Context: an optimization exercise on an open-source flow, tuned for small area, a short achievable clock period and few clock cycles. The choices shown serve that exercise and are no tape-out recipe. RTL that was checked went through simulation tests only; none was proved equivalent to the original. Power and IR drop assume default switching activity.

==> flow/design.v <==
package ptts_pkg;
    localparam int NUM_SLOTS = 16;
    localparam int IDX_W     = (NUM_SLOTS > 1) ? $clog2(NUM_SLOTS) : 1;
    localparam int SLOT_W    = 4;
    localparam logic [2:0] CMD_ADD  = 3'd0;
    localparam logic [2:0] CMD_DEL  = 3'd1;
    localparam logic [2:0] CMD_QRY  = 3'd2;
    localparam logic [2:0] CMD_TICK = 3'd3;
    localparam logic [2:0] CMD_DSP  = 3'd4;
    localparam logic [1:0] ST_RUNNABLE = 2'd0;
    localparam logic [1:0] ST_RUNNING  = 2'd1;
    localparam logic [1:0] ST_STOPPED  = 2'd2;
    localparam logic [1:0] ST_ERROR    = 2'd3;
    localparam logic [1:0] K_ADD  = 2'd0;
    localparam logic [1:0] K_DEL  = 2'd1;
    localparam logic [1:0] K_STAT = 2'd2;
    localparam logic [1:0] K_FIRE = 2'd3;
    localparam logic [15:0] TICK_DIV_RST = 16'd392;
    typedef struct packed {
        logic [2:0]  cmd;
        logic [7:0]  task_key;
        logic [15:0] period;
    } t_item;
    typedef struct packed {
        logic [1:0] resp_kind;
        logic [7:0] out_task;
        logic [3:0] slot_index;
        logic [1:0] task_status;
        logic       ok;
        logic       last;
    } t_result;
    typedef struct packed {
        logic             accept;
        logic             scan;
        logic             flush;
        logic             last_slot;
        logic [IDX_W-1:0] idx;
        logic [2:0]       op;
    } t_dp_ctl;
    typedef struct packed {
        logic hit;
        logic wrap;
    } t_dp_sts;
endpackage
import ptts_pkg::*;
module periodic_task_table_scheduler (
    input  logic              i_clk,
    input  logic              i_rst_n,
    input  logic              start,
    output logic              busy,
    input  logic [26:0]       i_item,
    output logic              o_result_valid,
    output logic [17:0]       o_result,
    input  logic              i_cfg_valid,
    output logic              o_cfg_ready,
    input  logic [15:0]       i_cfg_data
);
    localparam int N = NUM_SLOTS;
    function automatic logic [N-1:0] first_one(input logic [N-1:0] v);
        logic seen;
        seen = 1'b0;
        for (int i = 0; i < N; i++) begin
            first_one[i] = v[i] && !seen;
            seen = seen | v[i];
        end
    endfunction
    function automatic logic [3:0] first_idx(input logic [N-1:0] v);
        first_idx = '0;
        for (int i = N - 1; i >= 0; i--) begin
            if (v[i]) first_idx = 4'(i);
        end
    endfunction
    function automatic logic many(input logic [N-1:0] v);
        logic seen;
        seen = 1'b0;
        many = 1'b0;
        for (int i = 0; i < N; i++) begin
            many = many | (seen && v[i]);
            seen = seen | v[i];
        end
    endfunction
    logic [7:0]   r_key [N];
    logic [15:0]  r_per [N];
    logic [15:0]  r_cd  [N];
    logic [N-1:0] r_run;
    logic [N-1:0] r_zero;        
    logic [15:0]  r_tick_div;
    logic [15:0]  r_pre;
    logic         r_wrap;        
    logic         r_busy;
    logic         r_vld;
    logic [17:0]  r_out;
    logic [N-1:0] r_pm;
    logic [2:0]  cmd;
    logic [7:0]  key_in;
    logic [15:0] per_in;
    assign cmd    = i_item[26:24];
    assign key_in = i_item[23:16];
    assign per_in = i_item[15:0];
    logic accept;
    assign accept = start && !r_busy;
    assign busy           = r_busy;
    assign o_cfg_ready    = !r_busy && !start;
    assign o_result_valid = r_vld;
    assign o_result       = r_out;
    logic [N-1:0] match, zero, due, per_zero, cd_one;
    logic [15:0]  borrow [N];
    always_comb begin
        for (int i = 0; i < N; i++) begin
            match[i] = (r_key[i] == key_in);
            zero[i]  = r_zero[i];
            per_zero[i] = (r_per[i] == '0);
            cd_one[i]   = (r_cd[i] == 16'd1);
            due[i]   = r_run[i] && zero[i];
            for (int b = 0; b < 16; b++) borrow[i][b] = ~|(r_cd[i] & ~(16'hFFFF << b));
        end
    end
    logic [N-1:0] fire, fire1, free1, match1;
    logic [3:0]   fire_idx, free_idx, match_idx;
    logic         fire_any, fire_many, free_any, match_any;
    logic [7:0]   fire_key;
    logic         match_run;
    assign fire      = r_busy ? r_pm : due;
    assign fire1     = first_one(fire);
    assign fire_idx  = first_idx(fire);
    assign fire_any  = |fire;
    assign fire_many = many(fire);
    assign free1     = first_one(~r_run);
    assign free_idx  = first_idx(~r_run);
    assign free_any  = ~&r_run;
    assign match1    = first_one(match);
    assign match_idx = first_idx(match);
    assign match_any = |match;
    always_comb begin
        fire_key  = '0;
        match_run = 1'b0;
        for (int i = 0; i < N; i++) begin
            fire_key  = fire_key | (fire1[i] ? r_key[i] : 8'd0);
            match_run = match_run | (match1[i] && r_run[i]);
        end
    end
    logic        n_vld, n_busy;
    logic [17:0] n_out;
    always_comb begin
        n_busy = 1'b0;
        n_vld  = 1'b0;
        n_out  = {K_FIRE, fire_key, fire_idx, ST_RUNNABLE, 1'b1, !fire_many};
        if (r_busy) begin
            n_vld  = 1'b1;
            n_busy = fire_many;
        end else if (accept) begin
            case (cmd)
                CMD_ADD: begin
                    n_vld = 1'b1;
                    n_out = free_any ? {K_ADD, key_in, free_idx, ST_RUNNABLE, 1'b1, 1'b1}
                                     : {K_ADD, key_in, 4'd0, ST_ERROR, 1'b0, 1'b1};
                end
                CMD_DEL: begin
                    n_vld = 1'b1;
                    n_out = match_any ? {K_DEL, key_in, match_idx, ST_STOPPED, 1'b1, 1'b1}
                                      : {K_DEL, key_in, 4'd0, ST_ERROR, 1'b0, 1'b1};
                end
                CMD_QRY: begin
                    n_vld = 1'b1;
                    n_out = match_any ? {K_STAT, key_in, match_idx,
                                         (match_run ? ST_RUNNABLE : ST_STOPPED), 1'b0, 1'b1}
                                      : {K_STAT, key_in, 4'd0, ST_ERROR, 1'b0, 1'b1};
                end
                CMD_DSP: begin
                    n_vld  = fire_any;
                    n_busy = fire_many;
                end
                default: ;
            endcase
        end
    end
    logic do_add, do_del, do_tick, do_dsp, cfg_we, n_wrap;
    assign do_add  = accept && (cmd == CMD_ADD);
    assign do_del  = accept && (cmd == CMD_DEL);
    assign do_tick = accept && (cmd == CMD_TICK);
    assign do_dsp  = accept && (cmd == CMD_DSP);
    assign cfg_we  = !r_busy && !start && i_cfg_valid;
    always_comb begin
        if (cfg_we)
            n_wrap = ({1'b0, r_pre} + 17'd1) >= {1'b0, i_cfg_data};
        else if (do_tick)
            n_wrap = r_wrap ? (r_tick_div <= 16'd1)
                            : (({1'b0, r_pre} + 17'd2) >= {1'b0, r_tick_div});
        else
            n_wrap = r_wrap;
    end
    always_ff @(posedge i_clk) begin
        if (!i_rst_n) begin
            r_busy     <= 1'b0;
            r_vld      <= 1'b0;
            r_pm       <= '0;
            r_run      <= '0;
            r_pre      <= '0;
            r_tick_div <= TICK_DIV_RST;
            r_wrap     <= 1'b0;
            for (int i = 0; i < N; i++) r_key[i] <= '0;
        end else begin
            r_busy <= n_busy;
            r_vld  <= n_vld;
            if (r_busy || do_dsp) r_pm <= fire & ~fire1;
            r_wrap <= n_wrap;
            if (cfg_we) r_tick_div <= i_cfg_data;
            if (do_tick) r_pre <= r_wrap ? 16'd0 : r_pre + 16'd1;
            for (int i = 0; i < N; i++) begin
                if (do_add && free1[i]) begin
                    r_key[i] <= key_in;
                    r_run[i] <= 1'b1;
                end
                if (do_del && match1[i]) r_run[i] <= 1'b0;
            end
        end
    end
    always_ff @(posedge i_clk) begin
        r_out <= n_out;
    end
    always_ff @(posedge i_clk) begin
        for (int i = 0; i < N; i++) begin
            if (do_add && free1[i]) begin
                r_per[i]  <= per_in;
                r_cd[i]   <= per_in;
                r_zero[i] <= (per_in == '0);
            end else begin
                if (do_dsp && due[i])
                    r_zero[i] <= per_zero[i];
                else if (do_tick && r_wrap && r_run[i] && !zero[i])
                    r_zero[i] <= cd_one[i];
                r_cd[i]  <= (r_cd[i] ^ (borrow[i] & {16{do_tick && r_wrap && r_run[i] && !zero[i]}}))
                          | (r_per[i] & {16{do_dsp && due[i]}});
            end
        end
    end
endmodule
==> flow/config.mk <==
export PLATFORM = sky130hd
export DESIGN_NAME = periodic_task_table_scheduler
export DESIGN_NICKNAME = periodic_task_table_scheduler
export VERILOG_FILES = /design/flow/design.v
export SDC_FILE = /design/flow/constraint.sdc
export NUM_CORES = 4
export LEC_CHECK = 0
export CAP_MARGIN = 20
export CORE_MARGIN = 2
export CORE_UTILIZATION = 65
export CTS_CLUSTER_DIAMETER = 80
export CTS_CLUSTER_SIZE = 20
export SETUP_SLACK_MARGIN = 3.3
export SLEW_MARGIN = 20
==> flow/constraint.sdc <==
create_clock -name core_clock -period 6.0 [get_ports {i_clk}]
set_input_delay 1.2000 -clock core_clock [delete_from_list [all_inputs] [get_ports {i_clk}]]
set_output_delay 1.2000 -clock core_clock [all_outputs]
set_load 0.01 [all_outputs]
run.sh (not shown) runs the stock make flow with config.mk's settings and CLKGATE_MAP_FILE= SYNTH_SCRIPT=/design/flow/synth_recipe.tcl, a recipe that flattens the netlist after the stock synthesis.
Testbench counts at the start, summed over its fixed seeds: cycles 21,292.
==> next run, changes <==
CORE_UTILIZATION = 70   (was 65)
PLACE_DENSITY = 0.72   (was unset)
SETUP_SLACK_MARGIN = 3.2   (was 3.3)
The new run completed with no timing, DRC or antenna violations.
Power came out higher slightly.
Cell count came out lower slightly.
Worst setup slack got worse by 0.057 ns.
Synthesized cell count is unchanged.
Combinational power came out higher slightly.
Global-route usage came out higher by 2.8 points.
Register-to-register slack got worse by 0.04 ns.
Design area came out lower slightly.
Sequential share of layout area came out higher by 0.84 points.
Wire length came out higher slightly.
First-iteration DRC count came out higher by a quarter to a third.


## v19
Starts from the design.v that is shown in full above.
clock: 6.0 ns
lec_check: 0
cap_margin: 20
core_margin: 2
core_utilization: 65
cts_cluster_diameter: 80
cts_cluster_size: 20
setup_slack_margin: 3.0
slew_margin: 20
v19: no failed stages, no open violations at the end
Testbench counts of v19, summed over its fixed seeds: cycles 21,292.
Setup changes, v19 to v2
--- a/flow/config.mk
+++ b/flow/config.mk
@@ -10,5 +10,3 @@
 export CORE_UTILIZATION = 65
-export CTS_CLUSTER_DIAMETER = 80
-export CTS_CLUSTER_SIZE = 20
-export SETUP_SLACK_MARGIN = 3.0
+export SETUP_SLACK_MARGIN = 3.2
 export SLEW_MARGIN = 20
Findings:
Across v19 and v2, none had a timing, DRC or antenna violation.
Compare v19 and v2 | least setup slack across all paths after layout lower: v19
The switching part of the total reported for v2 is smaller than that of v19 by 0.75 points.
v2 against v19: count of vias placed by the detailed router rose about 3%; number of placed instances, taps included was more or less identical; met2 layer wire length in the routed design rose by 2.6%.
The run showing the greater total routed wire length on the met1 layer is v2.
Classification of the worst setup path = in -> reg: v2; classification of the worst setup path = reg -> reg: v19
v2 vs. v19: part of the cycle the worst path needs went down by 2.6 points.
On peak supply drop: v2 sits below v19.
The inputs of v32 differ from those of v2 as listed below.
--- a/flow/config.mk
+++ b/flow/config.mk
@@ -10,2 +10,4 @@
 export CORE_UTILIZATION = 65
+export CTS_CLUSTER_DIAMETER = 80
+export CTS_CLUSTER_SIZE = 20
 export SETUP_SLACK_MARGIN = 3.2
==> comparison <==
- Global-route usage, v32 and v2: higher on v2
- Total power draw: v32 and v2 compared, lower one is v32
- The setup slack of v32 is smaller than that of v2.
- Per-cell via count in the routed design delta (v32 -> v2): insignificant
- A worst-path cell with the longest stage delay of or4_4 is what v32 shows, while and4bb_4 belongs to v2.


periodic_task_table_scheduler, a different RTL version from the one above (not shown whole).
Size: ~3700 cells after synthesis, ~720 flip-flops, roughly 68 I/O pins, roughly 35000 sq um of cells after synthesis.
make LEC_CHECK=0 ABC_CLOCK_PERIOD_IN_PS=2800 CAP_MARGIN=20 CORE_MARGIN=2 CORE_UTILIZATION=40 SETUP_SLACK_MARGIN=3.2 SLEW_MARGIN=20 finish   # period 6.0 ns
Rerun with:
--- a/flow/config.mk
+++ b/flow/config.mk
@@ -6,8 +6,6 @@
 export NUM_CORES = 4
 export LEC_CHECK = 0
-export ABC_CLOCK_PERIOD_IN_PS = 2800
 export CAP_MARGIN = 20
 export CORE_MARGIN = 2
 export CORE_UTILIZATION = 40
-export SETUP_SLACK_MARGIN = 3.2
 export SLEW_MARGIN = 20
The new run passed the timing, DRC and antenna checks.
Design area fell by roughly a tenth.
Non-clock buffer count fell by 272.
Wire length fell by roughly a tenth.
Area after synthesis does not change.
Final cell count fell by a few percent.
Setup slack is worse by 1.0 ns.
Critical path depth fell by 4.
Global-route usage fell by 1.2 points.
Hold slack is worse by 0.0032 ns.
Die area stays the same.
No functional check of the RTL was part of any run of this note.


Another version of the RTL of periodic_task_table_scheduler (not shown whole).
For scale: ~4,400 cells after synthesis, about 68 I/O pins, ~40,000 um^2 of cells after synthesis.
clock: 6.0 ns
lec_check: 0
abc_clock_period_in_ps: 3000
cap_margin: 20
core_margin: 2
core_utilization: 40
setup_slack_margin: 3.0
slew_margin: 20
Next try:
Settings changed: ABC_CLOCK_PERIOD_IN_PS 3000 to not set.
Clock power hardly moves.
Sequential share of layout area does not change.
Synthesized area does not change.
Wire length stays the same.
Power does not change.
Via count stays the same.
Cell area stays the same.
No run of this note included a check of the RTL's function; only the layout flow was run.


periodic_task_table_scheduler, a different RTL version from the one above (not shown whole).
Size in the first run: ~3200 cells after synthesis, ~790 flip-flops.
==> flow/config.mk <==
export PLATFORM = sky130hd
export DESIGN_NAME = periodic_task_table_scheduler
export DESIGN_NICKNAME = periodic_task_table_scheduler
export VERILOG_FILES = /design/flow/design.v
export SDC_FILE = /design/flow/constraint.sdc
export NUM_CORES = 4
export LEC_CHECK = 0
export CAP_MARGIN = 20
export CORE_MARGIN = 2
export CORE_UTILIZATION = 65
export CTS_BUF_LIST = sky130_fd_sc_hd__clkbuf_4
export SETUP_SLACK_MARGIN = 3.2
export SLEW_MARGIN = 20
==> flow/constraint.sdc <==
create_clock -name core_clock -period 6.0 [get_ports {i_clk}]
set_input_delay 1.2000 -clock core_clock [delete_from_list [all_inputs] [get_ports {i_clk}]]
set_output_delay 1.2000 -clock core_clock [all_outputs]
set_load 0.01 [all_outputs]
Edit:
- CTS_BUF_LIST: sky130_fd_sc_hd__clkbuf_4 -> unset
Final cell count fell by 2.1%.
Routed wire length grows by 4.0%.
Area after synthesis is unchanged.
Core utilization is higher by 3.4 points.
Die area stays the same.
Total power went up by 5.8%.
Non-clock buffer count went up by 112.
Fmax rose by 7.6%.
Clock skew decreases by 15 ps.
Global-route usage increases by 0.50 points.
No functional check of the RTL was part of any run of this note.


job 101:
periodic_task_table_scheduler, a different RTL version from the one above (not shown whole).
Size in the first run: about 740 flip-flops, ~68 I/O pins, about 35000 µm² of cells after synthesis.
==> flow/config.mk <==
export PLATFORM = sky130hd
export DESIGN_NAME = periodic_task_table_scheduler
export DESIGN_NICKNAME = periodic_task_table_scheduler
export VERILOG_FILES = /design/flow/design.v
export SDC_FILE = /design/flow/constraint.sdc
export NUM_CORES = 4
export LEC_CHECK = 0
export CAP_MARGIN = 20
export CORE_MARGIN = 2
export CORE_UTILIZATION = 65
export CTS_CLUSTER_DIAMETER = 80
export CTS_CLUSTER_SIZE = 20
export SETUP_SLACK_MARGIN = 3.2
export SLEW_MARGIN = 20
==> flow/constraint.sdc <==
create_clock -name core_clock -period 6.0 [get_ports {i_clk}]
set_input_delay 1.2000 -clock core_clock [delete_from_list [all_inputs] [get_ports {i_clk}]]
set_output_delay 1.2000 -clock core_clock [all_outputs]
set_load 0.01 [all_outputs]
Testbench counts of job 101, summed over its fixed seeds: cycles 21,292.
### job 101 -> job 102
- CTS_CLUSTER_SIZE: 20 -> unset
- CTS_CLUSTER_DIAMETER: 80 -> unset
--- outcome ---
Compare job 101 and job 102 | headroom to the max-slew limit higher: job 101. Higher via count was reported by job 102, not job 101. Job 101 has lower number of detailed-routing iterations run before antenna repair than job 102.

[re-timing with driven ports]
The results above use ideal ports. As a check the final layouts listed here were re-extracted and re-timed, cells and wires unchanged.
Step 1 sets driving cells, clkbuf_16 on the clock port and buf_2 on the other inputs (assumed; they add their load-dependent delay and slew).
Step 2 also shifts input and output timing later by t, the mid clock arrival at the registers, as if the neighbouring blocks saw the same clock.
a / b / c = ideal / step 1 / step 2; a / b = the first two.
| run | t, ns | setup slack, ns | worst setup path after step 2 | worst register clock-pin slew, ns | cell pins on the clock port's net |
|---|---|---|---|---|---|
| the first run of note 1 | 0.669 | 3.108 / 3.077 / 2.407 | input to register | 0.09 / 0.09 | 1 |
| the second run of note 1 | 0.683 | 3.051 / 2.971 / 2.287 | input to register | 0.10 / 0.10 | 1 |
| v19 | 0.682 | 2.977 / 2.977 / 2.374 | input to register | 0.09 / 0.09 | 1 |
| v2 | 0.688 | 3.136 / 3.054 / 2.367 | input to register | 0.07 / 0.07 | 1 |
| v32 | 0.667 | 3.097 / 3.047 / 2.379 | input to register | 0.09 / 0.09 | 1 |
| the first run of note 3 | 0.685 | 2.087 / 2.087 / 1.682 | input to register | 0.07 / 0.07 | 1 |
| the second run of note 3 | 0.693 | 1.048 / 1.048 / 0.793 | input to register | 0.07 / 0.07 | 1 |
| the first run of note 4 | 0.728 | 2.957 / 2.936 / 2.264 | input to register | 0.07 / 0.07 | 1 |
| the second run of note 4 | 0.728 | 2.957 / 2.936 / 2.264 | input to register | 0.07 / 0.07 | 1 |
| the first run of note 5 | 1.083 | 2.770 / 2.770 / 2.041 | input to register | 0.09 / 0.09 | 1 |
| the second run of note 5 | 0.700 | 3.000 / 3.015 / 2.323 | input to register | 0.07 / 0.07 | 1 |
| job 101 | 0.671 | 2.949 / 2.954 / 2.284 | input to register | 0.10 / 0.10 | 1 |
| job 102 | 0.678 | 2.932 / 2.937 / 2.259 | input to register | 0.07 / 0.07 | 1 |
After both steps every run listed still meets setup and hold. The setup slack of v2, which loses most, moves by -0.082 ns with the drivers and by -0.769 ns with both steps.
